This is an optimization exercise on Yosys and OpenROAD, whose aim is a short achievable clock period and few clock cycles per item, not a production implementation. RTL that was checked went through simulation tests only; none was proved equivalent to the original. Function not checked in runs 2 and 3: the RTL went through the layout flow alone.

==> flow/design.v <==
`timescale 1ns/1ps
module ascon_round (
    input  wire [319:0] state_i,
    input  wire [7:0]   round_const_i,
    output wire [319:0] state_o
);
    reg [63:0] x0, x1, x2, x3, x4;
    reg [63:0] t0, t1, t2, t3, t4;
    always @(*) begin
        x0 = state_i[319:256];
        x1 = state_i[255:192];
        x2 = state_i[191:128] ^ {56'd0, round_const_i};
        x3 = state_i[127:64];
        x4 = state_i[63:0];
        x0 = x0 ^ x4;
        x4 = x4 ^ x3;
        x2 = x2 ^ x1;
        t0 = ~x0 & x1;
        t1 = ~x1 & x2;
        t2 = ~x2 & x3;
        t3 = ~x3 & x4;
        t4 = ~x4 & x0;
        x0 = x0 ^ t1;
        x1 = x1 ^ t2;
        x2 = x2 ^ t3;
        x3 = x3 ^ t4;
        x4 = x4 ^ t0;
        x1 = x1 ^ x0;
        x0 = x0 ^ x4;
        x3 = x3 ^ x2;
        x2 = ~x2;
    end
    assign state_o[319:256] = x0 ^ {x0[18:0], x0[63:19]} ^ {x0[27:0], x0[63:28]};
    assign state_o[255:192] = x1 ^ {x1[60:0], x1[63:61]} ^ {x1[38:0], x1[63:39]};
    assign state_o[191:128] = x2 ^ {x2[0],    x2[63:1]}  ^ {x2[5:0],  x2[63:6]};
    assign state_o[127:64]  = x3 ^ {x3[9:0],  x3[63:10]} ^ {x3[16:0], x3[63:17]};
    assign state_o[63:0]    = x4 ^ {x4[6:0],  x4[63:7]}  ^ {x4[40:0], x4[63:41]};
endmodule
`timescale 1ns/1ps
module keystream_engine (
    input  wire         clk_core_slow_i,
    input  wire         rst_ni,
    input  wire         load_i,
    input  wire [319:0] absorb_state_i,
    output wire [319:0] state_o,
    output wire         busy_o
);
    localparam [319:0] STATE_INIT = {
        64'h32def87181d97180,
        64'h5e08195f024d70a5,
        64'h470c5742d5b5e50e,
        64'hc9c0ab2425b50d55,
        64'h8dc8253a813db70c
    };
    localparam ENG_IDLE = 1'b0;
    localparam ENG_RUN  = 1'b1;
    reg         eng_state_q;
    reg [2:0]   rnd_cnt_q;
    reg [319:0] state_q;
    reg [7:0]   round_const;
    wire [319:0] round_state;
    always @(*) begin
        case (rnd_cnt_q)
            3'd0:    round_const = 8'h96;
            3'd1:    round_const = 8'h87;
            3'd2:    round_const = 8'h78;
            3'd3:    round_const = 8'h69;
            3'd4:    round_const = 8'h5a;
            3'd5:    round_const = 8'h4b;
            default: round_const = 8'h00;
        endcase
    end
    ascon_round i_ascon_round (
        .state_i       (state_q),
        .round_const_i (round_const),
        .state_o       (round_state)
    );
    always @(posedge clk_core_slow_i or negedge rst_ni) begin
        if (!rst_ni) begin
            eng_state_q <= ENG_IDLE;
            rnd_cnt_q   <= 3'd0;
            state_q     <= STATE_INIT;
        end else begin
            case (eng_state_q)
                ENG_IDLE: begin
                    if (load_i) begin
                        state_q     <= absorb_state_i;
                        rnd_cnt_q   <= 3'd0;
                        eng_state_q <= ENG_RUN;
                    end
                end
                default: begin
                    state_q <= round_state;
                    if (rnd_cnt_q == 3'd5) begin
                        rnd_cnt_q   <= 3'd0;
                        eng_state_q <= ENG_IDLE;
                    end else begin
                        rnd_cnt_q <= rnd_cnt_q + 3'd1;
                    end
                end
            endcase
        end
    end
    assign state_o = state_q;
    assign busy_o  = (eng_state_q == ENG_RUN);
endmodule
`timescale 1ns/1ps
module patch_pipeline (
    input  wire         clk_core_slow_i,
    input  wire         rst_ni,
    input  wire         shift_i,
    input  wire [319:0] patch_i,
    input  wire [1:0]   sel_patch_i,
    input  wire [15:0]  addr_i,
    output reg  [319:0] patch_o,
    output reg          redirect_hit_o,
    output reg  [15:0]  redirect_addr_o,
    output wire         redirect_tag_o
);
    localparam NUM_REDIRECTS = 11;
    reg [319:0] patch_if_q;
    reg [319:0] patch_id_q;
    reg [319:0] patch_ex_q;
    always @(posedge clk_core_slow_i or negedge rst_ni) begin
        if (!rst_ni) begin
            patch_if_q <= 320'd0;
            patch_id_q <= 320'd0;
            patch_ex_q <= 320'd0;
        end else if (shift_i) begin
            patch_if_q <= patch_i;
            patch_id_q <= patch_if_q;
            patch_ex_q <= patch_id_q;
        end
    end
    always @(*) begin
        case (sel_patch_i)
            2'd1:    patch_o = patch_if_q;
            2'd2:    patch_o = patch_id_q;
            2'd3:    patch_o = patch_ex_q;
            default: patch_o = 320'd0;
        endcase
    end
    integer i;
    always @(*) begin
        redirect_hit_o  = 1'b0;
        redirect_addr_o = 16'd0;
        for (i = NUM_REDIRECTS - 1; i >= 0; i = i - 1) begin
            if (patch_id_q[307 - 28*i -: 14] == addr_i[15:2]) begin
                redirect_hit_o  = 1'b1;
                redirect_addr_o = {patch_id_q[293 - 28*i -: 14], 2'b00};
            end
        end
    end
    assign redirect_tag_o = (patch_id_q[319:308] == 12'hfff);
endmodule
`timescale 1ns/1ps
module fetch_decryptor (
    input  wire         clk_core_slow_i,
    input  wire         rst_ni,
    input  wire [31:0]  req_cipher_i,
    input  wire         req_init_state_i,
    input  wire         req_apply_patch_i,
    input  wire         req_valid_i,
    output wire         req_ready_o,
    output wire [31:0]  rsp_plain_o,
    output wire         rsp_redirect_hit_o,
    output wire [15:0]  rsp_redirect_addr_o,
    output wire         rsp_redirect_tag_o,
    output wire         rsp_valid_o,
    input  wire         rsp_ready_i,
    input  wire [319:0] state_i,
    input  wire         busy_i,
    input  wire [319:0] patch_i,
    input  wire         redirect_hit_i,
    input  wire [15:0]  redirect_addr_i,
    input  wire         redirect_tag_i,
    output wire         accept_o,
    output wire [319:0] absorb_state_o
);
    localparam [319:0] STATE_INIT = {
        64'h32def87181d97180,
        64'h5e08195f024d70a5,
        64'h470c5742d5b5e50e,
        64'hc9c0ab2425b50d55,
        64'h8dc8253a813db70c
    };
    wire [319:0] base_state;
    wire [319:0] patched_state;
    wire [31:0]  plain;
    reg  [31:0]  plain_q;
    reg          redirect_hit_q;
    reg  [15:0]  redirect_addr_q;
    reg          redirect_tag_q;
    reg          rsp_valid_q;
    assign base_state    = req_init_state_i ? STATE_INIT : state_i;
    assign patched_state = req_apply_patch_i ? (base_state ^ patch_i) : base_state;
    assign plain = patched_state[319:288] ^ req_cipher_i;
    assign absorb_state_o = {req_cipher_i, patched_state[287:0]};
    assign req_ready_o = !busy_i && (!rsp_valid_q || rsp_ready_i);
    assign accept_o    = req_valid_i && req_ready_o;
    always @(posedge clk_core_slow_i or negedge rst_ni) begin
        if (!rst_ni) begin
            rsp_valid_q <= 1'b0;
        end else if (accept_o) begin
            rsp_valid_q <= 1'b1;
        end else if (rsp_ready_i) begin
            rsp_valid_q <= 1'b0;
        end
    end
    always @(posedge clk_core_slow_i) begin
        if (accept_o) begin
            plain_q         <= plain;
            redirect_hit_q  <= redirect_hit_i;
            redirect_addr_q <= redirect_addr_i;
            redirect_tag_q  <= redirect_tag_i;
        end
    end
    assign rsp_plain_o         = plain_q;
    assign rsp_redirect_hit_o  = redirect_hit_q;
    assign rsp_redirect_addr_o = redirect_addr_q;
    assign rsp_redirect_tag_o  = redirect_tag_q;
    assign rsp_valid_o         = rsp_valid_q;
endmodule
`timescale 1ns/1ps
module ascon_fetch (
    input  wire         clk_core_slow_i,
    input  wire         rst_ni,
    input  wire [15:0]  req_addr_i,
    input  wire [31:0]  req_cipher_i,
    input  wire [319:0] req_patch_i,
    input  wire         req_init_state_i,
    input  wire         req_apply_patch_i,
    input  wire [1:0]   req_sel_patch_i,
    input  wire         req_valid_i,
    output wire         req_ready_o,
    output wire [31:0]  rsp_plain_o,
    output wire         rsp_redirect_hit_o,
    output wire [15:0]  rsp_redirect_addr_o,
    output wire         rsp_redirect_tag_o,
    output wire         rsp_valid_o,
    input  wire         rsp_ready_i
);
    wire         accept;
    wire         engine_busy;
    wire [319:0] engine_state;
    wire [319:0] absorb_state;
    wire [319:0] sel_patch;
    wire         redirect_hit;
    wire [15:0]  redirect_addr;
    wire         redirect_tag;
    patch_pipeline i_patch_pipeline (
        .clk_core_slow_i (clk_core_slow_i),
        .rst_ni          (rst_ni),
        .shift_i         (accept),
        .patch_i         (req_patch_i),
        .sel_patch_i     (req_sel_patch_i),
        .addr_i          (req_addr_i),
        .patch_o         (sel_patch),
        .redirect_hit_o  (redirect_hit),
        .redirect_addr_o (redirect_addr),
        .redirect_tag_o  (redirect_tag)
    );
    keystream_engine i_keystream_engine (
        .clk_core_slow_i (clk_core_slow_i),
        .rst_ni          (rst_ni),
        .load_i          (accept),
        .absorb_state_i  (absorb_state),
        .state_o         (engine_state),
        .busy_o          (engine_busy)
    );
    fetch_decryptor i_fetch_decryptor (
        .clk_core_slow_i     (clk_core_slow_i),
        .rst_ni              (rst_ni),
        .req_cipher_i        (req_cipher_i),
        .req_init_state_i    (req_init_state_i),
        .req_apply_patch_i   (req_apply_patch_i),
        .req_valid_i         (req_valid_i),
        .req_ready_o         (req_ready_o),
        .rsp_plain_o         (rsp_plain_o),
        .rsp_redirect_hit_o  (rsp_redirect_hit_o),
        .rsp_redirect_addr_o (rsp_redirect_addr_o),
        .rsp_redirect_tag_o  (rsp_redirect_tag_o),
        .rsp_valid_o         (rsp_valid_o),
        .rsp_ready_i         (rsp_ready_i),
        .state_i             (engine_state),
        .busy_i              (engine_busy),
        .patch_i             (sel_patch),
        .redirect_hit_i      (redirect_hit),
        .redirect_addr_i     (redirect_addr),
        .redirect_tag_i      (redirect_tag),
        .accept_o            (accept),
        .absorb_state_o      (absorb_state)
    );
endmodule
==> flow/run.sh <==
#!/bin/bash
# synth_recipe.tcl (not shown) runs the flow's synth.tcl, then flattens the netlist and writes it again
# the make line also repeats each setting of config.mk as NAME=value (left out here)
make -C /OpenROAD-flow-scripts/flow DESIGN_CONFIG=/design/flow/config.mk WORK_HOME=/design/flow/orfs CLKGATE_MAP_FILE= SYNTH_SCRIPT=/design/flow/synth_recipe.tcl finish
==> flow/config.mk <==
export PLATFORM = sky130hd
export DESIGN_NAME = ascon_fetch
export DESIGN_NICKNAME = ascon_fetch
export VERILOG_FILES = /design/flow/design.v
export SDC_FILE = /design/flow/constraint.sdc
export NUM_CORES = 4
export LEC_CHECK = 0
export CAP_MARGIN = 20
export CORE_MARGIN = 2
export CORE_UTILIZATION = 40
export SLEW_MARGIN = 20
==> flow/constraint.sdc <==
create_clock -name core_clock -period 6.0 [get_ports {clk_core_slow_i}]
set_input_delay 1.2000 -clock core_clock [delete_from_list [all_inputs] [get_ports {clk_core_slow_i}]]
set_output_delay 1.2000 -clock core_clock [all_outputs]
set_load 0.01 [all_outputs]
==> results by group, run 1 <==
Clock tree
  • Worst-path clk slew: approximately 0.05 ns
  • Total CTS buffers: approximately 170
  • Number of setup buffers added after CTS: 0
  • Skew-Pair Late Insertion Delay: between 0.8 and 0.9 ns
  • Hold buffers post-CTS: 0
  • Root buf cell: clkbuf_16
  • H-tree depth: 4
  • CTS max path bufs: 3
  • # resized after CTS: 0
  • Clock sink count: around 1.3k
  • CTS tree: yes

Detailed routing
  • Routed length on met1: approximately 170,000 um
  • Drt wl/cell: 30.69 um
  • Metal3 WL: between 30,000 and 40,000 um
  • Routed vias: 72.34k
  • DRT Pass-1 Iters: 8
  • Detail Route Antenna Nets: 0
  • DRC Markers: 0
  • Drt total wl: 392,300 um
  • Via-to-Cell Ratio: roughly 5.7
  • Met2 routed WL: about 170,000 um
  • Top sig layer: met5
  • 1st-iter DRT viols: between 8k and 9k

Yosys
  • Post-synth top area cell: dfrtp_1
  • Yosys cell types: 70
  • Largest cells by area after synthesis: dfrtp_1 (35%), nand2_1 (16%), xnor2_1 (9.1%)
  • Asr flop ratio synth: 96.40%
  • Ys Warns: 4
  • Top_reg_cell synth: dfrtp_1
  • Syn Std Cell Area: roughly 82,000 sq um
  • Post-synth top cells: nand2_1 (3,549), dfrtp_1 (1,140), xnor2_1 (855)
  • Most instantiated library cell after synthesis: nand2_1
  • EDFF count, synth: 48
  • Gate count of the mapped netlist: slightly below 10k
  • Syn_area_per_cell: approximately 8.4 sq um
  • Seq/Total Area, Yosys: approximately two fifths
  • #FFs+latches synth: between 1k and 1.5k
  • Share of the synthesized area in the top cell type: between 30% and 40%

Worst setup path
  • Flop2flop setup slack: just under 2 ns
  • R2R Path Start: i_keystream_engine.rnd_cnt_q[2]
  • R2r worst-path depth: 10
  • CP delay by family, top: simple AND/OR/NAND/NOR gates
  • Critical-path cell list: clkdlybuf4s50_1 -> xor2_1 -> nor4_1 -> nand4_1 -> nor2_2 -> a221oi_1 -> o311ai_1 -> buf_4 -> o221a_1
  • Critical Path AT: about 5.3 ns
  • CP max-delay cell: clkdlybuf4s50_1
  • R2R Path End: i_keystream_engine.state_q[66]
  • Critical Path End Type: flop
  • WS Path Type: in -> reg
  • Worst EP required: ~6.7 ns
  • Crit start category: input port
  • Critical path's largest stage delay: 0.90 ns
  • Crit path buf inv count: 2
  • Worst-path maximum fanout: 13

STA
  • Worst-Margin Slew: 1.302 ns
  • Setup tns final: 0 ns
  • Endpoints failing hold: 0
  • Skew final: approximately 0.034 ns
  • Slack of the critical path: 1.370 ns
  • Slew Viols, Final: 0
  • # setup viols final: 0
  • Max transition margin: 12.56%
  • RSZ-0062 raised after global routing: no
  • Max Clk Rate: ~220 MHz
  • Final cycle utilization of the critical path: between 70% and 80%
  • Period minus WS final: 4.630 ns

Place
  • IO Port Bufs: ~420
  • Final RePlAce weighted congestion: 1.022
  • DPL Wire Length: about 300,000 um
  • Post-Place Worst Slack: 0.8550 ns

Global route
  • First-pass GRT wire length: ~540,000 um
  • GRT Overall Usage: approximately 37%
  • Vias in the first global route: a little under 70k
  • Initial antenna violation count: 20
  • Largest net degree at the start of global routing: between 200 and 250
  • Grt total ovfl: 0

Layout
  • Fill cell count: just under 20k
  • FF/Latch Area: ~34,000 sq um
  • Multi-input gate area: around 45,000 sq um
  • Area Overhead vs Synth: 16.06%
  • Final nets: ~10k
  • Layout cell share with drive strength beyond 1: roughly 9.7%

Flow run
  • Max Cap Viol: 0

Die
  • Die Footprint: 209,000 sq um
  • # IOs: 428
  • Initial Util: approximately two fifths
  • # rows: 166
  • Horiz. Die Dim: 457.2 um
  • Die Height: 457.2 um
  • Core Region: 204,400 sq um

Status
  • Status: finished clean

Worst hold path
  • Worst hold-check path type: in -> async
## cell families (layout without fill, tap and decap cells)
logic type | after synthesis | count (layout) | synth area share [%]
adders and majority gates | 159 | 159 | 2.339
xor gates and xnor gates | 1313 | 1313 | 14.94
DFF | 1333 | 1333 | 41.11
and+or+nand+nor | 4075 | 4075 | 19.08
AOI/OAI and AO/OA | 1620 | 1620 | 12.35
muxes | 476 | 476 | 6.260
other | 1 | 15 | 0.004564
buffers and inverters | 805 | 1103 | 3.908
## state kept, by name, indices dropped and copies added (netlist names)
| signal | flops |
|---|---|
| i_fetch_decryptor.plain_q | 32 |
| i_patch_pipeline.patch_ex_q | 320 |
| i_fetch_decryptor.redirect_hit_q | 1 |
| i_keystream_engine.eng_state_q | 1 |
| i_fetch_decryptor.redirect_addr_q | 14 |
| i_fetch_decryptor.rsp_valid_q | 1 |
| i_keystream_engine.rnd_cnt_q | 3 |
| i_fetch_decryptor.redirect_tag_q | 1 |
| i_patch_pipeline.patch_if_q | 320 |
| i_keystream_engine.state_q | 320 |
| i_patch_pipeline.patch_id_q | 320 |
## cell type report
| type | count | share of cell area [%] |
|---|---|---|
| clock inverter | 71 | 1.152 |
| timing repair buffer | 611 | 6.452 |
| multi-input combinational | 7645 | 47.65 |
| sequential | 1333 | 35.43 |
| inverter | 188 | 0.7584 |
| antenna | 13 | 0.03412 |
| tap | 2688 | 3.527 |
| clock buffer | 233 | 5.002 |
## placed cells by master (no fill, tap or decap), types with 24 or more instances in the layout
| cell type | count |
|---|---|
| mux2i_1 | 173 |
| nand2b_1 | 24 |
| o211a_1 | 60 |
| edfxtp_1 | 48 |
| ha_1 | 132 |
| xnor2_1 | 833 |
| xnor2_2 | 26 |
| maj3_1 | 27 |
| nor2_1 | 406 |
| a21oi_1 | 204 |
| a22oi_1 | 215 |
| a221oi_1 | 120 |
| clkinv_2 | 28 |
| dfrtp_1 | 1139 |
| xnor3_1 | 51 |
| clkbuf_16 | 169 |
| inv_1 | 185 |
| o22ai_1 | 24 |
| xor2_1 | 391 |
| clkdlybuf4s50_1 | 416 |
| nand2_1 | 3548 |
| clkbuf_1 | 34 |
| a22o_1 | 128 |
| o21ai_0 | 813 |
| mux2_2 | 303 |
| clkbuf_8 | 30 |
| buf_12 | 38 |
| buf_4 | 148 |
| dfstp_2 | 145 |
## how the worst max path moves through the flow
stage                              from                                     to  slack (ns)  cells after the start
after floorplan             rsp_ready_i           i_fetch_decryptor.plain_q[0]        1.85                      7
after global placement    req_addr_i[2]  i_fetch_decryptor.redirect_addr_q[12]        0.91                      9
after detailed placement  req_addr_i[2]   i_fetch_decryptor.redirect_addr_q[3]        0.86                      9
after CTS                 req_addr_i[2]   i_fetch_decryptor.redirect_addr_q[3]        1.68                      9
after global routing      req_addr_i[2]   i_fetch_decryptor.redirect_addr_q[3]        1.47                      9
final                     req_addr_i[2]   i_fetch_decryptor.redirect_addr_q[3]        1.37                      9
## routing by layer
metal / vias up / global-route usage [%]
met5: - / 0
met2: 3085 / 53.71
met4: 12 / 22.81
met1: 36140 / 49.97
li1: 32480 / -
met3: 623 / 7.394
## per-stage QoR
step | std cells | instance area [sq um] | utilization [%] | hold WS [ns]
final | 12780 | 95360 | 46.66 | 0.2777
after CTS | 12770 | 95280 | 46.62 | 0.3374
after global routing | 12770 | 95330 | 46.64 | 0.3039
after floorplan | 9783 | 82170 | - | 0.4402
after global placement | 12460 | 89330 | 43.71 | 0.4511
after detailed placement | 12460 | 89410 | 43.75 | 0.4569
Testbench counts, summed over its fixed seeds: cycles 16,760, items 2,400.
==> inputs of run 2 (changes only) <==
--- a/flow/design.v
+++ b/flow/design.v
@@ -42,65 +42,33 @@
     input  wire         rst_ni,
-    input  wire         load_i,
-    input  wire [319:0] absorb_state_i,
-    output wire [319:0] state_o,
-    output wire         busy_o
-);
-    localparam [319:0] STATE_INIT = {
-        64'h32def87181d97180,
-        64'h5e08195f024d70a5,
-        64'h470c5742d5b5e50e,
-        64'hc9c0ab2425b50d55,
-        64'h8dc8253a813db70c
-    };
-    localparam ENG_IDLE = 1'b0;
-    localparam ENG_RUN  = 1'b1;
-    reg         eng_state_q;
-    reg [2:0]   rnd_cnt_q;
-    reg [319:0] state_q;
-    reg [7:0]   round_const;
-    wire [319:0] round_state;
-    always @(*) begin
-        case (rnd_cnt_q)
-            3'd0:    round_const = 8'h96;
-            3'd1:    round_const = 8'h87;
-            3'd2:    round_const = 8'h78;
-            3'd3:    round_const = 8'h69;
-            3'd4:    round_const = 8'h5a;
-            3'd5:    round_const = 8'h4b;
-            default: round_const = 8'h00;
-        endcase
-    end
-    ascon_round i_ascon_round (
-        .state_i       (state_q),
-        .round_const_i (round_const),
-        .state_o       (round_state)
-    );
+    input  wire         start_i,       
+    input  wire         keep_i,        
+    input  wire [287:0] mix_i,         
+    input  wire [31:0]  cipher_i,
+    output wire [319:0] state_o,       
+    output wire         busy_o         
+);
+    reg  [319:0] state_q;
+    reg  [319:0] half_q;
+    reg          busy_q;
+    wire [319:0] absorb = {cipher_i, (state_q[287:0] & {288{keep_i}}) ^ mix_i};
+    wire [319:0] a0, a1, a2, b0, b1, b2;
+    ascon_round i_a0 (.state_i(absorb), .round_const_i(8'h96), .state_o(a0));
+    ascon_round i_a1 (.state_i(a0),     .round_const_i(8'h87), .state_o(a1));
+    ascon_round i_a2 (.state_i(a1),     .round_const_i(8'h78), .state_o(a2));
+    ascon_round i_b0 (.state_i(half_q), .round_const_i(8'h69), .state_o(b0));
+    ascon_round i_b1 (.state_i(b0),     .round_const_i(8'h5a), .state_o(b1));
+    ascon_round i_b2 (.state_i(b1),     .round_const_i(8'h4b), .state_o(b2));
     always @(posedge clk_core_slow_i or negedge rst_ni) begin
         if (!rst_ni) begin
-            eng_state_q <= ENG_IDLE;
-            rnd_cnt_q   <= 3'd0;
-            state_q     <= STATE_INIT;
+            busy_q <= 1'b0;
         end else begin
-            case (eng_state_q)
-                ENG_IDLE: begin
-                    if (load_i) begin
-                        state_q     <= absorb_state_i;
-                        rnd_cnt_q   <= 3'd0;
-                        eng_state_q <= ENG_RUN;
-                    end
-                end
-                default: begin
-                    state_q <= round_state;
-                    if (rnd_cnt_q == 3'd5) begin
-                        rnd_cnt_q   <= 3'd0;
-                        eng_state_q <= ENG_IDLE;
-                    end else begin
-                        rnd_cnt_q <= rnd_cnt_q + 3'd1;
-                    end
-                end
-            endcase
-        end
+            busy_q <= start_i;
+        end
+    end
+    always @(posedge clk_core_slow_i) begin
+        half_q <= a2;
+        if (busy_q) state_q <= b2;
     end
     assign state_o = state_q;
-    assign busy_o  = (eng_state_q == ENG_RUN);
+    assign busy_o  = busy_q;
 endmodule
@@ -177,3 +145,6 @@
     output wire         accept_o,
-    output wire [319:0] absorb_state_o
+    output wire         start_o,
+    output wire         keep_o,
+    output wire [287:0] mix_o,
+    output wire [31:0]  cipher_o
 );
@@ -186,5 +157,11 @@
     };
-    wire [319:0] base_state;
-    wire [319:0] patched_state;
-    wire [31:0]  plain;
+    reg          fresh_q;      
+    reg          v1_q;
+    reg          keep1_q;
+    reg  [287:0] mix1_q;
+    reg  [31:0]  cipher1_q;
+    reg  [31:0]  mixc1_q;      
+    reg          hit1_q;
+    reg  [15:0]  raddr1_q;
+    reg          tag1_q;
     reg  [31:0]  plain_q;
@@ -194,7 +171,7 @@
     reg          rsp_valid_q;
-    assign base_state    = req_init_state_i ? STATE_INIT : state_i;
-    assign patched_state = req_apply_patch_i ? (base_state ^ patch_i) : base_state;
-    assign plain = patched_state[319:288] ^ req_cipher_i;
-    assign absorb_state_o = {req_cipher_i, patched_state[287:0]};
-    assign req_ready_o = !busy_i && (!rsp_valid_q || rsp_ready_i);
+    wire         advance = !rsp_valid_q || rsp_ready_i;
+    wire         init    = req_init_state_i || fresh_q;
+    wire [319:0] mix     = (req_apply_patch_i ? patch_i : 320'd0) ^ (init ? STATE_INIT : 320'd0);
+    assign start_o     = v1_q && !busy_i && advance;
+    assign req_ready_o = advance && (!v1_q || !busy_i);
     assign accept_o    = req_valid_i && req_ready_o;
@@ -202,7 +179,11 @@
         if (!rst_ni) begin
+            fresh_q     <= 1'b1;
+            v1_q        <= 1'b0;
             rsp_valid_q <= 1'b0;
-        end else if (accept_o) begin
-            rsp_valid_q <= 1'b1;
-        end else if (rsp_ready_i) begin
-            rsp_valid_q <= 1'b0;
+        end else begin
+            if (accept_o) fresh_q <= 1'b0;
+            if (accept_o)     v1_q <= 1'b1;
+            else if (start_o) v1_q <= 1'b0;
+            if (start_o)          rsp_valid_q <= 1'b1;
+            else if (rsp_ready_i) rsp_valid_q <= 1'b0;
         end
@@ -211,8 +192,22 @@
         if (accept_o) begin
-            plain_q         <= plain;
-            redirect_hit_q  <= redirect_hit_i;
-            redirect_addr_q <= redirect_addr_i;
-            redirect_tag_q  <= redirect_tag_i;
-        end
-    end
+            keep1_q   <= !init;
+            mix1_q    <= mix[287:0];
+            cipher1_q <= req_cipher_i;
+            mixc1_q   <= mix[319:288] ^ req_cipher_i;
+            hit1_q    <= redirect_hit_i;
+            raddr1_q  <= redirect_addr_i;
+            tag1_q    <= redirect_tag_i;
+        end
+    end
+    always @(posedge clk_core_slow_i) begin
+        if (start_o) begin
+            plain_q         <= (state_i[319:288] & {32{keep1_q}}) ^ mixc1_q;
+            redirect_hit_q  <= hit1_q;
+            redirect_addr_q <= raddr1_q;
+            redirect_tag_q  <= tag1_q;
+        end
+    end
+    assign keep_o   = keep1_q;
+    assign mix_o    = mix1_q;
+    assign cipher_o = cipher1_q;
     assign rsp_plain_o         = plain_q;
@@ -243,5 +238,8 @@
     wire         accept;
+    wire         start;
+    wire         keep;
+    wire [287:0] mix;
+    wire [31:0]  cipher;
+    wire [319:0] engine_state;
     wire         engine_busy;
-    wire [319:0] engine_state;
-    wire [319:0] absorb_state;
     wire [319:0] sel_patch;
@@ -265,4 +263,6 @@
         .rst_ni          (rst_ni),
-        .load_i          (accept),
-        .absorb_state_i  (absorb_state),
+        .start_i         (start),
+        .keep_i          (keep),
+        .mix_i           (mix),
+        .cipher_i        (cipher),
         .state_o         (engine_state),
@@ -291,3 +291,6 @@
         .accept_o            (accept),
-        .absorb_state_o      (absorb_state)
+        .start_o             (start),
+        .keep_o              (keep),
+        .mix_o               (mix),
+        .cipher_o            (cipher)
     );
==> results by group, run 2 <==
Worst setup path
  • Critical Path End Type: flop (unchanged)
  • Worst-path maximum fanout: 4 (was 13)
  • R2R Path End: i_keystream_engine.state_q[32] (was i_keystream_engine.state_q[66])
  • Worst EP required: 6.67 ns (was 6.69 ns)
  • R2r worst-path depth: 20 (was 10)
  • R2R Path Start: i_keystream_engine.half_q[70] (was i_keystream_engine.rnd_cnt_q[2])
  • Worst Setup SP: i_keystream_engine.half_q[70] (was req_addr_i[2])
  • Flop2flop setup slack: -0.16 ns (was 1.98 ns)
  • Critical Path AT: 6.84 ns (was 5.32 ns)
  • WS Path Type: reg -> reg (was in -> reg)
  • Crit start category: flop (was input port)
  • Worst Setup EP: i_keystream_engine.state_q[32] (was i_fetch_decryptor.redirect_addr_q[3])

Die
  • Die Height: 663.9 um (was 457.2 um)
  • # IOs: 428 (unchanged)
  • Horiz. Die Dim: 663.9 um (was 457.2 um)
  • Initial Util: 40.15% (was 40.20%)
  • # rows: 242 (was 166)
  • Die Footprint: 440,800 sq um (was 209,000 sq um)
  • Core Region: 433,900 sq um (was 204,400 sq um)

Global route
  • GRT Overall Usage: 45.33% (was 36.80%)
  • Vias in the first global route: 139.9k (was 68.12k)
  • Grt total ovfl: 0 (unchanged)
  • Initial antenna violation count: 68 (was 20)
  • First-pass GRT wire length: 1,311,000 um (was 540,900 um)
  • Largest net degree at the start of global routing: 178 (was 212)

STA
  • Max transition margin: 22.19% (was 12.56%)
  • Worst-Margin Slew: 1.167 ns (was 1.302 ns)
  • # setup viols final: 83 (was 0)
  • Fin Hold WS: 0.1812 ns (was 0.2777 ns)
  • Period minus WS final: 6.165 ns (was 4.630 ns)
  • Endpoints failing hold: 0 (unchanged)
  • Final cycle utilization of the critical path: 102.7% (was 77.17%)
  • Slew Viols, Final: 0 (unchanged)
  • RSZ-0062 raised after global routing: yes (was no)
  • Skew final: 0.1571 ns (was 0.03358 ns)
  • Slack of the critical path: -0.1645 ns (was 1.370 ns)
  • Max Clk Rate: 162.2 MHz (was 216.0 MHz)

Detailed routing
  • Via-to-Cell Ratio: 5.408 (was 5.660)
  • 1st-iter DRT viols: 17.36k (was 8,998)
  • Routed length on met1: 384,200 um (was 166,200 um)
  • Drt total wl: 1,030,000 um (was 392,300 um)
  • DRT Pass-1 Iters: 6 (was 8)
  • Routed vias: 145.2k (was 72.34k)
  • Metal3 WL: 94,850 um (was 30,440 um)
  • Top sig layer: met5 (unchanged)
  • Met2 routed WL: 436,400 um (was 166,300 um)
  • Drt wl/cell: 38.37 um (was 30.69 um)
  • DRC Markers: 0 (unchanged)
  • Detail Route Antenna Nets: 0 (unchanged)

Yosys
  • Syn_area_per_cell: 11.18 sq um (was 8.399 sq um)
  • Post-synth top cells: xnor2_1 (4,479), xor2_1 (1,838), mux2_2 (1,300) (was nand2_1 (3,549), dfrtp_1 (1,140), xnor2_1 (855))
  • #FFs+latches synth: 2,021 (was 1,333)
  • Top_reg_cell synth: dfrtp_1 (unchanged)
  • Syn Std Cell Area: 174,200 sq um (was 82,160 sq um)
  • Seq/Total Area, Yosys: 30.23% (was 41.11%)
  • Largest cells by area after synthesis: xnor2_1 (23%), dfrtp_1 (14%), edfxtp_1 (13%) (was dfrtp_1 (35%), nand2_1 (16%), xnor2_1 (9.1%))
  • Post-synth top area cell: xnor2_1 (was dfrtp_1)
  • Ys Warns: 4 (unchanged)
  • Yosys cell types: 102 (was 70)
  • Gate count of the mapped netlist: 15.58k (was 9,782)
  • Most instantiated library cell after synthesis: xnor2_1 (was nand2_1)
  • Share of the synthesized area in the top cell type: 22.52% (was 34.72%)
  • Asr flop ratio synth: 47.70% (was 96.40%)
  • EDFF count, synth: 737 (was 48)

Worst hold path
  • Worst hold-check path type: in -> async (unchanged)

Clock tree
  • Total CTS buffers: 222 (was 165)
  • Root buf cell: clkbuf_16 (unchanged)
  • Worst-path clk slew: 0.06 ns (was 0.05 ns)
  • CTS tree: yes (unchanged)
  • Skew-Pair Late Insertion Delay: 1.01 ns (was 0.84 ns)
  • Clock sink count: 2,021 (was 1,333)
  • Hold buffers post-CTS: 0 (unchanged)
  • CTS max path bufs: 4 (was 3)
  • H-tree depth: 4 (unchanged)

Status
  • Status: complete, but fails checks (was finished clean)
  • Violated checks: setup timing

Layout
  • Util after Layout: 57.80% (was 46.66%)
  • Fill cell count: 37.38k (was 19.68k)
  • Commonest non-fill, non-tap cells in the layout: buf_4 (4,459), xnor2_1 (3,631), xor2_1 (1,431) (was nand2_1 (3,548), dfrtp_1 (1,139), xnor2_1 (833))
  • Area Overhead vs Synth: 43.96% (was 16.06%)
  • Layout cell share with drive strength beyond 1: 42.37% (was 9.662%)
  • Leading cell type in the layout, fill and taps excluded: buf_4 (was nand2_1)
  • Final nets: 22.03k (was 10.45k)

Flow run
  • Max Cap Viol: 0 (unchanged)

Place
  • Final RePlAce weighted congestion: 1.162 (was 1.022)
  • DPL Wire Length: 896,400 um (was 300,300 um)
  • IO Port Bufs: 423 (unchanged)
[run 2: cell types whose count changed after synthesis, moves of 659 or more]
cell	delta
mux2_2	+997
xnor2_1	+3624
edfxtp_1	+689
xor2_1	+1439
nand2_1	-2533
o21ai_0	-659
[run 2: cell families (layout without fill, tap and decap cells)]
family / Yosys count / in the layout / share of synthesized area, %
fa+ha+maj: 1049 / 1049 / 7.132
compound gates: 723 / 723 / 2.894
other cells: 1 / 34 / 0.002153
mux: 1670 / 1670 / 10.53
xor+xnor: 7143 / 7143 / 41.57
buf+inv: 1027 / 6535 / 2.474
simple gates: 1945 / 1945 / 5.169
flops: 2021 / 2021 / 30.23
[run 2: how the worst min path moves through the flow]
stage,startpoint,end,depth (start not counted)
6_report,rst_ni,i_patch_pipeline.patch_if_q[204],1
3_3_place_gp,i_fetch_decryptor.raddr1_q[2],i_fetch_decryptor.redirect_addr_q[2],0
3_5_place_dp,i_fetch_decryptor.raddr1_q[14],i_fetch_decryptor.redirect_addr_q[14],0
2_1_floorplan,i_fetch_decryptor.raddr1_q[10],i_fetch_decryptor.redirect_addr_q[10],0
4_1_cts,rst_ni,i_patch_pipeline.patch_if_q[204],1
5_1_grt,rst_ni,i_patch_pipeline.patch_if_q[204],1
[run 2: stage by stage]
stage / cells / setup TNS, ns / area [sq um] / worst slack, ns
after floorplan: 15580 / -164.07 / 174300 / -0.5838
after global placement: 26140 / -188.51 / 223600 / -1.255
after detailed placement: 26140 / -184.92 / 223600 / -1.230
after CTS: 26680 / -0.7688 / 241600 / -0.07375
after global routing: 26840 / -5.148 / 250800 / -0.1385
final: 26850 / -3.272 / 250800 / -0.1645
[run 2: final cells by class]
type | instances | area, sq um | area share [%]
antenna | 32 | 80.08 | 0.03193
multi-input combinational | 12530 | 133200 | 53.13
inverter | 649 | 2446 | 0.9754
tap | 5734 | 7174 | 2.861
timing repair buffer | 5472 | 47670 | 19.01
clock inverter | 129 | 1415 | 0.5643
sequential | 2021 | 52670 | 21.00
clock buffer | 285 | 6082 | 2.425
[run 2: layer usage]
metal,global-route usage (%),up-vias
met3,10.62,2342
met4,39.98,18
li1,-,62230
met5,0,-
met1,54.85,72870
met2,67.49,7767
[run 2: timing repair]
item | 4_1_cts | 5_1_grt
resized for setup | 1394 | 1152
pin swaps | 355 | 576
setup buffers | 141 | 175
endpoints found under the setup margin | 363 | 373
hold endpoints to repair | 0 | 0
gates cloned | 5 | 4
[run 2: worst max-delay path: stages (launching register included)]
cell	delay [ns]
dfxtp_1	0.64
inv_1	0.10
ha_1	0.23
xnor2_2	0.39
xnor2_1	0.22
buf_4	0.21
xnor2_1	0.15
xnor2_1	0.57
buf_4	0.26
inv_1	0.05
ha_1	0.32
xnor2_1	0.39
xnor3_1	0.63
xor2_1	0.20
buf_4	0.18
xnor2_1	0.21
nor2_1	0.08
xnor2_1	0.32
buf_4	0.21
xnor2_1	0.14
xnor2_1	0.41
==> inputs of run 3 (changes only) <==
--- a/flow/config.mk
+++ b/flow/config.mk
@@ -9,3 +9,4 @@
 export CORE_MARGIN = 2
-export CORE_UTILIZATION = 40
+export CORE_UTILIZATION = 55
+export SETUP_SLACK_MARGIN = 1.5
 export SLEW_MARGIN = 20
==> results by group, run 3 <==
Clock tree
  • Hold buffers post-CTS: 0 (unchanged)
  • H-tree depth: 4 (unchanged)
  • Total CTS buffers: 207 (was 222)
  • Root buf cell: clkbuf_16 (unchanged)
  • CTS max path bufs: 4 (unchanged)
  • Clock sink count: 2,021 (unchanged)

Yosys
  • Top_reg_cell synth: dfrtp_1 (unchanged)
  • Post-synth top area cell: xnor2_1 (unchanged)
  • Share of the synthesized area in the top cell type: 22.52% (unchanged)
  • Yosys cell types: 102 (unchanged)
  • Syn Std Cell Area: 174,200 sq um (unchanged)
  • Syn_area_per_cell: 11.18 sq um (unchanged)
  • Ys Warns: 4 (unchanged)
  • Post-synth top cells: xnor2_1 (4,479), xor2_1 (1,838), mux2_2 (1,300) (unchanged)
  • #FFs+latches synth: 2,021 (unchanged)
  • Largest cells by area after synthesis: xnor2_1 (23%), dfrtp_1 (14%), edfxtp_1 (13%) (unchanged)
  • Asr flop ratio synth: 47.70% (unchanged)
  • Most instantiated library cell after synthesis: xnor2_1 (unchanged)
  • Seq/Total Area, Yosys: 30.23% (unchanged)
  • EDFF count, synth: 737 (unchanged)
  • Gate count of the mapped netlist: 15.58k (unchanged)

Die
  • # rows: 206 (was 242)
  • Die Height: 566.8 um (was 663.9 um)
  • Horiz. Die Dim: 566.8 um (was 663.9 um)
  • # IOs: 428 (unchanged)
  • Initial Util: 55.31% (was 40.15%)

Place
  • Cell Count Post-Placement: 23.77k (was 26.14k)
  • Post-Place Worst Slack: -0.5631 ns (was -1.230 ns)
  • Area after DPL: 213,700 sq um (was 223,600 sq um)
  • IO Port Bufs: 423 (unchanged)
  • DPL Wire Length: 794,000 um (was 896,400 um)
  • Final RePlAce weighted congestion: 1.260 (was 1.162)

Global route
  • Largest net degree at the start of global routing: 173
  • GRT Overall Usage: roughly two thirds
  • Vias in the first global route: around 170k
  • Grt total ovfl: 63
  • First-pass GRT wire length: 1,492,000 um

Status
  • Tool Error: [ERROR GRT-0116] Global routing finished with congestion. Check the congestion regions in the DRC Viewer.
  • Status: aborted with a tool error (was complete, but fails checks)
  • Failing step: global routing (5_1_grt)
-- run 3: cells by family after synthesis --
family | after synthesis | share of synthesized area, %
DFF | 2021 | 30.23
xor gates and xnor gates | 7143 | 41.57
and+or+nand+nor | 1945 | 5.169
muxes | 1670 | 10.53
buffers and inverters | 1027 | 2.474
adders and majority gates | 1049 | 7.132
other | 1 | 0.002153
AOI/OAI and AO/OA | 723 | 2.894
-- run 3: worst max path at each step --
stage	end	slack, ns
after detailed placement	i_keystream_engine.half_q[72]	-0.56
after global placement	i_keystream_engine.half_q[149]	-0.40
after floorplan	i_patch_pipeline.patch_id_q[233]	-0.58
after CTS	i_keystream_engine.half_q[261]	0.15
-- run 3: timing repair --
item | in CTS
cloned | 5
endpoints found under the setup margin | 654
pin swaps | 133
buffers inserted | 66
resized for setup | 500
-- run 3: metal layers --
metal	GRT overflow	GRT usage [%]
met5	0	10.32
met3	1	47.19
met4	31	70.44
met1	0	70.39
met2	31	86.58
==> inputs of run 4 (changes only) <==
--- a/flow/design.v
+++ b/flow/design.v
@@ -6,33 +6,23 @@
 );
-    reg [63:0] x0, x1, x2, x3, x4;
-    reg [63:0] t0, t1, t2, t3, t4;
+    wire [63:0] x0 = state_i[319:256];
+    wire [63:0] x1 = state_i[255:192];
+    wire [63:0] x2 = state_i[191:128] ^ {56'd0, round_const_i};
+    wire [63:0] x3 = state_i[127:64];
+    wire [63:0] x4 = state_i[63:0];
+    reg  [63:0] y0, y1, y2, y3, y4;
+    integer b;
     always @(*) begin
-        x0 = state_i[319:256];
-        x1 = state_i[255:192];
-        x2 = state_i[191:128] ^ {56'd0, round_const_i};
-        x3 = state_i[127:64];
-        x4 = state_i[63:0];
-        x0 = x0 ^ x4;
-        x4 = x4 ^ x3;
-        x2 = x2 ^ x1;
-        t0 = ~x0 & x1;
-        t1 = ~x1 & x2;
-        t2 = ~x2 & x3;
-        t3 = ~x3 & x4;
-        t4 = ~x4 & x0;
-        x0 = x0 ^ t1;
-        x1 = x1 ^ t2;
-        x2 = x2 ^ t3;
-        x3 = x3 ^ t4;
-        x4 = x4 ^ t0;
-        x1 = x1 ^ x0;
-        x0 = x0 ^ x4;
-        x3 = x3 ^ x2;
-        x2 = ~x2;
-    end
-    assign state_o[319:256] = x0 ^ {x0[18:0], x0[63:19]} ^ {x0[27:0], x0[63:28]};
-    assign state_o[255:192] = x1 ^ {x1[60:0], x1[63:61]} ^ {x1[38:0], x1[63:39]};
-    assign state_o[191:128] = x2 ^ {x2[0],    x2[63:1]}  ^ {x2[5:0],  x2[63:6]};
-    assign state_o[127:64]  = x3 ^ {x3[9:0],  x3[63:10]} ^ {x3[16:0], x3[63:17]};
-    assign state_o[63:0]    = x4 ^ {x4[6:0],  x4[63:7]}  ^ {x4[40:0], x4[63:41]};
+        for (b = 0; b < 64; b = b + 1) begin
+            y0[b] = x1[b] ? ~(x4[b] ^ x3[b]) : (x3[b] ^ x2[b] ^ x0[b]);
+            y1[b] = x4[b] ^ x0[b] ^ (x3[b] ? ~(x2[b] & x1[b]) : (x2[b] | x1[b]));
+            y2[b] = ~(x2[b] ^ x1[b] ^ (x4[b] & ~x3[b]));
+            y3[b] = x2[b] ^ x1[b] ^ (x0[b] | (x4[b] ^ x3[b]));
+            y4[b] = x1[b] ? ~(x3[b] ^ x0[b]) : (x4[b] ^ x3[b]);
+        end
+    end
+    assign state_o[319:256] = y0 ^ {y0[18:0], y0[63:19]} ^ {y0[27:0], y0[63:28]};
+    assign state_o[255:192] = y1 ^ {y1[60:0], y1[63:61]} ^ {y1[38:0], y1[63:39]};
+    assign state_o[191:128] = y2 ^ {y2[0],    y2[63:1]}  ^ {y2[5:0],  y2[63:6]};
+    assign state_o[127:64]  = y3 ^ {y3[9:0],  y3[63:10]} ^ {y3[16:0], y3[63:17]};
+    assign state_o[63:0]    = y4 ^ {y4[6:0],  y4[63:7]}  ^ {y4[40:0], y4[63:41]};
 endmodule
@@ -49,13 +39,21 @@
 );
-    reg  [319:0] state_q;
+    reg  [319:0] absorb_q;
     reg  [319:0] half_q;
     reg          busy_q;
-    wire [319:0] absorb = {cipher_i, (state_q[287:0] & {288{keep_i}}) ^ mix_i};
     wire [319:0] a0, a1, a2, b0, b1, b2;
-    ascon_round i_a0 (.state_i(absorb), .round_const_i(8'h96), .state_o(a0));
-    ascon_round i_a1 (.state_i(a0),     .round_const_i(8'h87), .state_o(a1));
-    ascon_round i_a2 (.state_i(a1),     .round_const_i(8'h78), .state_o(a2));
-    ascon_round i_b0 (.state_i(half_q), .round_const_i(8'h69), .state_o(b0));
-    ascon_round i_b1 (.state_i(b0),     .round_const_i(8'h5a), .state_o(b1));
-    ascon_round i_b2 (.state_i(b1),     .round_const_i(8'h4b), .state_o(b2));
+    ascon_round i_a0 (.state_i(absorb_q), .round_const_i(8'h96), .state_o(a0));
+    ascon_round i_a1 (.state_i(a0),       .round_const_i(8'h87), .state_o(a1));
+    ascon_round i_a2 (.state_i(a1),       .round_const_i(8'h78), .state_o(a2));
+    ascon_round i_b0 (.state_i(half_q),   .round_const_i(8'h69), .state_o(b0));
+    ascon_round i_b1 (.state_i(b0),       .round_const_i(8'h5a), .state_o(b1));
+    ascon_round i_b2 (.state_i(b1),       .round_const_i(8'h4b), .state_o(b2));
+    wire [287:0] sel1 = start_i ? ({288{keep_i}} ^ mix_i) : absorb_q[287:0];
+    wire [287:0] sel0 = start_i ? mix_i : absorb_q[287:0];
+    wire [287:0] next_lo;
+    genvar i;
+    generate
+        for (i = 0; i < 288; i = i + 1) begin : g_mix
+            assign next_lo[i] = b2[i] ? sel1[i] : sel0[i];
+        end
+    endgenerate
     always @(posedge clk_core_slow_i or negedge rst_ni) begin
@@ -68,6 +66,7 @@
     always @(posedge clk_core_slow_i) begin
+        absorb_q[287:0] <= next_lo;
+        if (start_i) absorb_q[319:288] <= cipher_i;
         half_q <= a2;
-        if (busy_q) state_q <= b2;
     end
-    assign state_o = state_q;
+    assign state_o = b2;
     assign busy_o  = busy_q;
@@ -201,5 +200,14 @@
     end
+    wire [31:0] psel1 = start_o ? ({32{keep1_q}} ^ mixc1_q) : plain_q;
+    wire [31:0] psel0 = start_o ? mixc1_q : plain_q;
+    wire [31:0] plain_d;
+    genvar i;
+    generate
+        for (i = 0; i < 32; i = i + 1) begin : g_plain
+            assign plain_d[i] = state_i[288 + i] ? psel1[i] : psel0[i];
+        end
+    endgenerate
     always @(posedge clk_core_slow_i) begin
+        plain_q <= plain_d;
         if (start_o) begin
-            plain_q         <= (state_i[319:288] & {32{keep1_q}}) ^ mixc1_q;
             redirect_hit_q  <= hit1_q;
==> flow/flow/run.sh (new file) <==
#!/bin/bash
# Standard layout, with synthesis's adder extraction (extract_fa) turned off:
# the permutation's XOR/AND pairs otherwise become half/full adder cells,
# which ABC cannot restructure. Registers are the standard synthesis's.
set -o pipefail
bash standard.sh ADDER_MAP_FILE= finish > flow_make.log 2>&1
==> flow/standard.sh (new file) <==
#!/bin/bash
# synth_recipe.tcl (not shown) runs the flow's synth.tcl, then flattens the netlist and writes it again
# the make line also repeats each setting of config.mk as NAME=value (left out here)
make -C /OpenROAD-flow-scripts/flow DESIGN_CONFIG=/design/flow/config.mk WORK_HOME=/design/flow/orfs CLKGATE_MAP_FILE= SYNTH_SCRIPT=/design/flow/synth_recipe.tcl "${@:-finish}"
--- a/flow/config.mk
+++ b/flow/config.mk
@@ -9,3 +9,3 @@
 export CORE_MARGIN = 2
-export CORE_UTILIZATION = 55
+export CORE_UTILIZATION = 45
 export SETUP_SLACK_MARGIN = 1.5
removed: flow/run.sh
==> results by group, run 4 <==
STA
  • Endpoints failing hold: 0
  • Max Clk Rate: approximately 190 MHz
  • Final cycle utilization of the critical path: between 80% and 90%
  • Skew final: 0.1509 ns
  • # setup viols final: 0
  • Worst-Margin Slew: roughly 1.2 ns
  • Slack of the critical path: 0.6064 ns
  • Slew Viols, Final: 0
  • RSZ-0062 raised after global routing: yes
  • Max transition margin: a little over a fifth
  • Fin Hold WS: ~0.10 ns
  • Period minus WS final: approximately 5.4 ns
  • Setup tns final: 0 ns

Detailed routing
  • 1st-iter DRT viols: around 23k
  • Via-to-Cell Ratio: 5.740
  • DRC Markers: 0
  • Detail Route Antenna Nets: 0
  • DRT Pass-1 Iters: 9
  • Drt wl/cell: 35.92 um
  • Routed vias: between 150k and 200k
  • Drt total wl: 1,035,000 um

Clock tree
  • CTS max path bufs: 4 (unchanged)
  • Clock sink count: 2,021 (unchanged)
  • Skew-Pair Late Insertion Delay: ~1.1 ns
  • Total CTS buffers: 224 (was 207)
  • Root buf cell: clkbuf_16 (unchanged)
  • Worst-path clk slew: approximately 0.07 ns
  • H-tree depth: 4 (unchanged)
  • CTS tree: yes

Yosys
  • Top_reg_cell synth: dfrtp_1 (unchanged)
  • EDFF count, synth: 737 (unchanged)
  • Ys Warns: 4 (unchanged)
  • Post-synth top cells: nand2_1 (4,001), xnor2_1 (3,975), xor2_1 (1,834) (was xnor2_1 (4,479), xor2_1 (1,838), mux2_2 (1,300))
  • Yosys cell types: 70 (was 102)
  • Syn Std Cell Area: 172,400 sq um (was 174,200 sq um)
  • #FFs+latches synth: 2,021 (unchanged)
  • Share of the synthesized area in the top cell type: 20.20% (was 22.52%)
  • Largest cells by area after synthesis: xnor2_1 (20%), dfrtp_1 (14%), edfxtp_1 (13%) (was xnor2_1 (23%), dfrtp_1 (14%), edfxtp_1 (13%))
  • Seq/Total Area, Yosys: 30.55% (was 30.23%)
  • Gate count of the mapped netlist: 17.72k (was 15.58k)
  • Asr flop ratio synth: 47.70% (unchanged)
  • Syn_area_per_cell: 9.729 sq um (was 11.18 sq um)
  • Most instantiated library cell after synthesis: nand2_1 (was xnor2_1)
  • Post-synth top area cell: xnor2_1 (unchanged)

Global route
  • First-pass GRT wire length: about 1,300,000 um
  • GRT Overall Usage: between 40% and 50%
  • Largest net degree at the start of global routing: 223
  • Initial antenna violation count: 73
  • Grt total ovfl: 0
  • Vias in the first global route: ~140k

Layout
  • Fill cell count: around 27k
  • Util after Layout: approximately three quarters
  • Commonest non-fill, non-tap cells in the layout: buf_4 (3,931), nand2_1 (3,898), xnor2_1 (2,093)
  • Multi-input gate area: 154,800 sq um
  • Area Overhead vs Synth: 61.72%
  • Post-Layout Cell Count: ~29k
  • Layout cell share with drive strength beyond 1: roughly 48%
  • Leading cell type in the layout, fill and taps excluded: buf_4
  • Final instance area: 278,700 sq um
  • FF/Latch Area: between 50,000 and 60,000 sq um
  • Final nets: around 24k

Die
  • Die Footprint: 388,000 sq um
  • # rows: 227 (was 206)
  • Die Height: 622.9 um (was 566.8 um)
  • Horiz. Die Dim: 622.9 um (was 566.8 um)
  • Core Region: 381,700 sq um
  • # IOs: 428 (unchanged)
  • Initial Util: 45.15% (was 55.31%)

Flow run
  • Max Cap Viol: 0

Place
  • DPL Wire Length: 824,200 um (was 794,000 um)
  • Final RePlAce weighted congestion: 1.127 (was 1.260)
  • Cell Count Post-Placement: 26.18k (was 23.77k)
  • Area after DPL: 209,600 sq um (was 213,700 sq um)
  • IO Port Bufs: 423 (unchanged)
  • Post-Place Worst Slack: -0.2312 ns (was -0.5631 ns)

Worst setup path
  • Worst EP required: roughly 6.7 ns
  • Worst-path maximum fanout: 6
  • Critical Path AT: between 6 and 7 ns
  • Critical Path End Type: flop
  • WS Path Type: reg -> reg
  • Crit start category: flop

Status
  • Status: finished clean (was aborted with a tool error)

Worst hold path
  • Worst hold-check path type: in -> async
## run 4: changes by cell type after synthesis, moves of 122 or more
cell,change
inv_1,-504
ha_1,-757
a22o_1,-122
nor3_1,+336
xnor2_1,-504
mux2i_1,+328
mux2_2,-975
o21ai_0,+238
xnor2_2,+139
nand2_1,+2985
nor2_1,+405
maj3_1,-269
nor2b_1,+194
## run 4: logic make-up (layout without fill, tap and decap cells)
kind of cell | count (synthesis) | count (layout) | synth area share (%)
other | 1 | 108 | 0.002176
AOI/OAI and AO/OA | 930 | 930 | 3.216
muxes | 1023 | 1023 | 6.177
and+or+nand+nor | 6145 | 6145 | 15.31
xor gates and xnor gates | 6971 | 6971 | 43.36
DFF | 2021 | 2021 | 30.55
buffers and inverters | 626 | 6576 | 1.379
## run 4: per-layer routing
layer | share of wire, % | GRT usage [%] | up-vias
met5 | 0.016 | 0.01235 | -
met4 | 13 | 47.88 | 28
met3 | 12 | 13.68 | 3755
met2 | 40 | 70.03 | 11900
met1 | 34 | 59.64 | 80950
li1 | - | - | 68750
## run 4: final timing paths
path                                               endpoint  depth (start not counted)  slack, ns                            from
hold / removal             i_patch_pipeline.patch_if_q[319]                          1       0.10                          rst_ni
hold reg to reg            i_keystream_engine.absorb_q[295]                          0       0.41  i_fetch_decryptor.cipher1_q[7]
setup reg to reg            i_keystream_engine.absorb_q[32]                         23       0.61   i_keystream_engine.half_q[85]
setup / recovery            i_keystream_engine.absorb_q[32]                         23       0.61   i_keystream_engine.half_q[85]
max in group asynchronous   i_patch_pipeline.patch_ex_q[46]                          2       4.36                          rst_ni
min in group core_clock    i_keystream_engine.absorb_q[295]                          0       0.41  i_fetch_decryptor.cipher1_q[7]
## run 4: worst max-delay path, stage by stage (launching register included)
cell and delay (ns):
dfxtp_2 0.35, buf_12 0.17, and3_4 0.22, nor2_2 0.04, xnor2_1 0.12, buf_4 0.17
buf_4 0.14, xnor3_2 0.39, buf_4 0.17, mux2i_2 0.24, xnor2_2 0.17, buf_4 0.21
xnor2_1 0.17, xnor2_1 0.19, buf_4 0.23, buf_4 0.18, mux2i_4 0.10, xnor2_4 0.57
buf_6 0.20, xor2_1 0.21, xnor2_1 0.22, buf_4 0.18, nand2_1 0.12, xnor2_1 0.19
## run 4: repair_timing
action,CTS,global route
hold buffers,0,0
pin swaps,165,2165
resized for setup,837,6469
setup endpoints to repair,643,648
setup buffers,205,1908
## run 4: area by class of cell
type	instances	area share (%)
Timing Repair Buffer	6017	20.06
Clock buffer	293	2.249
Inverter	143	0.1962
Multi-Input combinational cell	15070	55.52
Antenna cell	106	0.09516
Tap cell	5038	2.261
Clock inverter	123	0.5328
Sequential cell	2021	19.08
Testbench counts of run 4, summed over its fixed seeds: cycles 4,808, items 2,400.
==> inputs of run 5 (changes only) <==
--- a/flow/design.v
+++ b/flow/design.v
@@ -33,4 +33,4 @@
     input  wire         start_i,       
-    input  wire         keep_i,        
-    input  wire [287:0] mix_i,         
+    input  wire [287:0] mix1_i,        
+    input  wire [287:0] mix0_i,        
     input  wire [31:0]  cipher_i,
@@ -49,4 +49,4 @@
     ascon_round i_b2 (.state_i(b1),       .round_const_i(8'h4b), .state_o(b2));
-    wire [287:0] sel1 = start_i ? ({288{keep_i}} ^ mix_i) : absorb_q[287:0];
-    wire [287:0] sel0 = start_i ? mix_i : absorb_q[287:0];
+    wire [287:0] sel1 = start_i ? mix1_i : absorb_q[287:0];
+    wire [287:0] sel0 = start_i ? mix0_i : absorb_q[287:0];
     wire [287:0] next_lo;
@@ -145,4 +145,4 @@
     output wire         start_o,
-    output wire         keep_o,
-    output wire [287:0] mix_o,
+    output wire [287:0] mix1_o,
+    output wire [287:0] mix0_o,
     output wire [31:0]  cipher_o
@@ -158,6 +158,7 @@
     reg          v1_q;
-    reg          keep1_q;
-    reg  [287:0] mix1_q;
+    reg  [287:0] mixs1_q;
+    reg  [287:0] mixs0_q;
+    reg  [31:0]  plains1_q;
     reg  [31:0]  cipher1_q;
-    reg  [31:0]  mixc1_q;      
+    reg  [31:0]  plains0_q;
     reg          hit1_q;
@@ -191,6 +192,7 @@
         if (accept_o) begin
-            keep1_q   <= !init;
-            mix1_q    <= mix[287:0];
+            mixs1_q   <= {288{!init}} ^ mix[287:0];
+            mixs0_q   <= mix[287:0];
             cipher1_q <= req_cipher_i;
-            mixc1_q   <= mix[319:288] ^ req_cipher_i;
+            plains1_q <= {32{!init}} ^ mix[319:288] ^ req_cipher_i;
+            plains0_q <= mix[319:288] ^ req_cipher_i;
             hit1_q    <= redirect_hit_i;
@@ -200,4 +202,4 @@
     end
-    wire [31:0] psel1 = start_o ? ({32{keep1_q}} ^ mixc1_q) : plain_q;
-    wire [31:0] psel0 = start_o ? mixc1_q : plain_q;
+    wire [31:0] psel1 = start_o ? plains1_q : plain_q;
+    wire [31:0] psel0 = start_o ? plains0_q : plain_q;
     wire [31:0] plain_d;
@@ -217,4 +219,4 @@
     end
-    assign keep_o   = keep1_q;
-    assign mix_o    = mix1_q;
+    assign mix1_o   = mixs1_q;
+    assign mix0_o   = mixs0_q;
     assign cipher_o = cipher1_q;
@@ -247,4 +249,4 @@
     wire         start;
-    wire         keep;
-    wire [287:0] mix;
+    wire [287:0] mix1;
+    wire [287:0] mix0;
     wire [31:0]  cipher;
@@ -272,4 +274,4 @@
         .start_i         (start),
-        .keep_i          (keep),
-        .mix_i           (mix),
+        .mix1_i          (mix1),
+        .mix0_i          (mix0),
         .cipher_i        (cipher),
@@ -300,4 +302,4 @@
         .start_o             (start),
-        .keep_o              (keep),
-        .mix_o               (mix),
+        .mix1_o              (mix1),
+        .mix0_o              (mix0),
         .cipher_o            (cipher)
--- a/flow/config.mk
+++ b/flow/config.mk
@@ -11,2 +11,2 @@
 export SETUP_SLACK_MARGIN = 1.5
-export SLEW_MARGIN = 20
+export SLEW_MARGIN = 40
==> results by group, run 5 <==
Status
  • Status: finished clean (unchanged)

Global route
  • First-pass GRT wire length: 1,368,000 um (was 1,274,000 um)
  • Grt total ovfl: 0 (unchanged)
  • Initial antenna violation count: 113 (was 73)
  • Largest net degree at the start of global routing: 183 (was 223)
  • GRT Overall Usage: 49.47% (was 49.33%)
  • Vias in the first global route: 156.9k (was 141.6k)

Layout
  • Leading cell type in the layout, fill and taps excluded: nand2_1 (was buf_4)
  • Area Overhead vs Synth: 69.97% (was 61.72%)
  • Layout cell share with drive strength beyond 1: 52.39% (was 48.09%)
  • Final instance area: 311,200 sq um (was 278,700 sq um)
  • Commonest non-fill, non-tap cells in the layout: nand2_1 (4,040), buf_4 (3,947), buf_6 (1,830) (was buf_4 (3,931), nand2_1 (3,898), xnor2_1 (2,093))
  • Final nets: 25.14k (was 23.85k)
  • Post-Layout Cell Count: 30.58k (was 28.81k)

STA
  • Worst-Margin Slew: 0.9603 ns (was 1.181 ns)
  • Max Clk Rate: 185.4 MHz (about the same)
  • Period minus WS final: 5.393 ns (was 5.394 ns)
  • Final cycle utilization of the critical path: 89.88% (was 89.89%)
  • RSZ-0062 raised after global routing: yes (unchanged)
  • Setup tns final: 0 ns (unchanged)
  • Slack of the critical path: 0.6069 ns (was 0.6064 ns)
  • Max transition margin: 35.98% (was 21.27%)
  • # setup viols final: 0 (unchanged)
  • Slew Viols, Final: 0 (unchanged)
  • Endpoints failing hold: 0 (unchanged)
  • Skew final: 0.07601 ns (was 0.1509 ns)

Die
  • Die Footprint: 412,000 sq um (was 388,000 sq um)
  • # rows: 234 (was 227)
  • Die Height: 641.9 um (was 622.9 um)
  • Initial Util: 45.15% (about the same)
  • Horiz. Die Dim: 641.9 um (was 622.9 um)
  • # IOs: 428 (unchanged)
  • Core Region: 405,500 sq um (was 381,700 sq um)

Detailed routing
  • Drt wl/cell: 36.18 um (was 35.92 um)
  • Detail Route Antenna Nets: 0 (unchanged)
  • Drt total wl: 1,106,000 um (was 1,035,000 um)
  • Routed vias: 175.8k (was 165.4k)
  • DRT Pass-1 Iters: 9 (unchanged)
  • 1st-iter DRT viols: 23.40k (was 22.87k)
  • Via-to-Cell Ratio: 5.750 (was 5.740)
  • DRC Markers: 0 (unchanged)

Clock tree
  • Root buf cell: clkbuf_16 (unchanged)
  • CTS tree: yes (unchanged)
  • Total CTS buffers: 267 (was 224)
  • H-tree depth: 5 (was 4)
  • Clock sink count: 2,340 (was 2,021)
  • Worst-path clk slew: 0.07 ns (about the same)
  • Skew-Pair Late Insertion Delay: 0.96 ns (was 1.07 ns)
  • CTS max path bufs: 4 (unchanged)

Worst setup path
  • Critical Path End Type: flop (unchanged)
  • Critical Path AT: 6.10 ns (was 6.11 ns)
  • CP most frequent cell: buf_6 (was buf_4)
  • CP max-delay cell: xnor3_2 (was xnor2_4)
  • Critical-path cell list: buf_12 -> nor2b_4 -> nor3_4 -> xnor2_4 -> buf_6 -> buf_6 -> xnor3_2 -> buf_4 -> xnor2_2 -> buf_4 -> xnor3_2 -> buf_6 -> xor2_1 -> xnor2_1 -> buf_4 -> xor2_4 -> xnor2_4 -> buf_6 -> mux2_4 (was buf_12 -> and3_4 -> nor2_2 -> xnor2_1 -> buf_4 -> buf_4 -> xnor3_2 -> buf_4 -> mux2i_2 -> xnor2_2 -> buf_4 -> xnor2_1 -> xnor2_1 -> buf_4 -> buf_4 -> mux2i_4 -> xnor2_4 -> buf_6 -> xor2_1 -> xnor2_1 -> buf_4 -> nand2_1 -> xnor2_1)
  • WS Path Type: reg -> reg (unchanged)
  • Worst-path maximum fanout: 5 (was 6)
  • Crit start category: flop (unchanged)
  • Critical path's largest stage delay: 0.53 ns (was 0.57 ns)
  • Worst EP required: 6.71 ns (was 6.72 ns)

Yosys
  • Share of the synthesized area in the top cell type: 19.28% (was 20.20%)
  • Top_reg_cell synth: edfxtp_1 (was dfrtp_1)
  • Syn_area_per_cell: 10.03 sq um (was 9.729 sq um)
  • Largest cells by area after synthesis: xnor2_1 (19%), edfxtp_1 (17%), dfrtp_1 (13%) (was xnor2_1 (20%), dfrtp_1 (14%), edfxtp_1 (13%))
  • Syn Std Cell Area: 183,100 sq um (was 172,400 sq um)
  • Asr flop ratio synth: 41.20% (was 47.70%)
  • Gate count of the mapped netlist: 18.26k (was 17.72k)
  • Ys Warns: 4 (unchanged)
  • Seq/Total Area, Yosys: 34.00% (was 30.55%)
  • Most instantiated library cell after synthesis: nand2_1 (unchanged)
  • Post-synth top area cell: xnor2_1 (unchanged)
  • EDFF count, synth: 1,056 (was 737)
  • Yosys cell types: 77 (was 70)
  • #FFs+latches synth: 2,340 (was 2,021)
  • Post-synth top cells: nand2_1 (4,082), xnor2_1 (4,031), xor2_1 (1,902) (was nand2_1 (4,001), xnor2_1 (3,975), xor2_1 (1,834))

Flow run
  • Max Cap Viol: 0 (unchanged)

Place
  • Cell Count Post-Placement: 27.03k (was 26.18k)
  • Post-Place Worst Slack: 0.08587 ns (was -0.2312 ns)
  • DPL Wire Length: 852,000 um (was 824,200 um)
  • Area after DPL: 220,900 sq um (was 209,600 sq um)
  • Final RePlAce weighted congestion: 1.120 (was 1.127)
  • IO Port Bufs: 423 (unchanged)

Worst hold path
  • Worst hold-check path type: in -> async (unchanged)
-- run 5: cell types whose count changed after synthesis, sizes merged, moves of 52 or more --
cell | before | now
nand2 | 4001 | 4082
nor2b | 505 | 367
edfxtp | 737 | 1056
o21ai | 416 | 565
xor2 | 1887 | 1939
xnor2 | 4349 | 4422
mux2 | 325 | 645
and2 | 112 | 264
xnor3 | 583 | 498
a22oi | 200 | 45
mux2i | 698 | 574
-- run 5: what timing repair did --
action	in CTS	in global routing
setup buffers	1572	1322
gates cloned	0	0
endpoints found under the hold margin	0	0
gates resized for setup	5629	3950
endpoints found under the setup margin	645	640
pin swaps	2059	2495
hold buffers	0	0
-- run 5: cell type report --
cell class	count	area, sq um
Fill cell	25860	94310
Inverter	143	549.3
Timing Repair Buffer	6715	64520
Antenna cell	169	422.9
Multi-Input combinational cell	15300	167100
Sequential cell	2340	63000
Tap cell	5428	6792
Clock buffer	364	7448
Clock inverter	125	1379
-- run 5: critical path, delay by kind of cell (launching register included) --
| family | cells | cell delay (ns) |
|---|---|---|
| XOR/XNOR | 8 | 2.74 |
| buffers and inverters | 8 | 1.52 |
| flip-flops | 1 | 0.37 |
| multiplexers | 1 | 0.30 |
| AND/OR/NAND/NOR | 2 | 0.22 |
-- run 5: worst paths after layout --
path	from	end	depth (start not counted)	slack [ns]
setup / recovery	i_keystream_engine.half_q[116]	i_keystream_engine.absorb_q[250]	19	0.61
hold / removal	rst_ni	i_patch_pipeline.patch_ex_q[250]	1	0.07
setup reg to reg	i_keystream_engine.half_q[116]	i_keystream_engine.absorb_q[250]	19	0.61
hold reg to reg	i_fetch_decryptor.cipher1_q[0]	i_keystream_engine.absorb_q[288]	0	0.42
max in group asynchronous	rst_ni	i_patch_pipeline.patch_id_q[157]	4	4.36
min in group core_clock	i_fetch_decryptor.cipher1_q[0]	i_keystream_engine.absorb_q[288]	0	0.42
-- run 5: per-stage QoR --
step / utilization [%] / hold slack (ns)
floorplan: - / 0.4003
global placement: 54.40 / 0.4036
detailed placement: 54.47 / 0.4045
CTS: 67.88 / 0.2609
global route: 76.69 / 0.08352
finish: 76.74 / 0.07497
-- run 5: cell families (layout without fill, tap and decap cells) --
group	Yosys count	after routing	share of synthesized area [%]
other cells	1	171	0.002048
xor+xnor	7016	7016	40.49
simple gates	6142	6142	14.29
mux	1219	1219	7.121
buf+inv	629	7347	1.305
compound gates	916	916	2.794
flops	2340	2340	34.00
-- run 5: layer usage --
metal | vias to the layer above | routed length (um) | global-route usage, %
met2 | 12720 | 449200 | 70.17
met3 | 4228 | 132800 | 13.47
met4 | 50 | 148400 | 50.13
met5 | - | 579 | 0
li1 | 72300 | - | -
met1 | 86530 | 375200 | 59.34
Testbench counts of run 5, summed over its fixed seeds: cycles 4,808, items 2,400.

## port drivers added, routing unchanged
How much do the figures lean on ideal ports? The routed layouts below were timed once more, with nothing changed but the port constraints. Step 1: set_driving_cell puts a clkbuf_16 on clk_core_slow_i and a buf_2 on each other input, an assumption about the parent block. Step 2, shift: input delay + t, output delay - t, t = (earliest + latest rising clock arrival at the registers) / 2. This alone moves slack from input paths to output paths. Three values: no drivers, after step 1, after step 2; two values: the first two.
run | t (ns) | setup WS [ns] | hold slack, ns | clock arrival spread, ns | worst register clock-pin slew, ns | pins driven straight from the clock port
run 1 | 0.923 | 1.370 / 1.450 / 0.527 | 0.278 / 0.262 / 0.469 | 0.034 / 0.034 | 0.07 / 0.07 | 1
run 2 | 1.076 | -0.165 / -0.165 / -0.517 | 0.181 / 0.091 / 0.300 | 0.162 / 0.162 | 0.07 / 0.07 | 1
run 4 | 1.126 | 0.606 / 0.606 / 0.416 | 0.102 / 0.097 / 0.412 | 0.151 / 0.151 | 0.07 / 0.07 | 1
run 5 | 1.066 | 0.607 / 0.607 / 0.552 | 0.075 / -0.016 / 0.416 | 0.079 / 0.079 | 0.08 / 0.08 | 1
For run 1, which loses most, drivers alone change the setup slack by +0.080 ns; drivers and shift together by -0.843 ns.
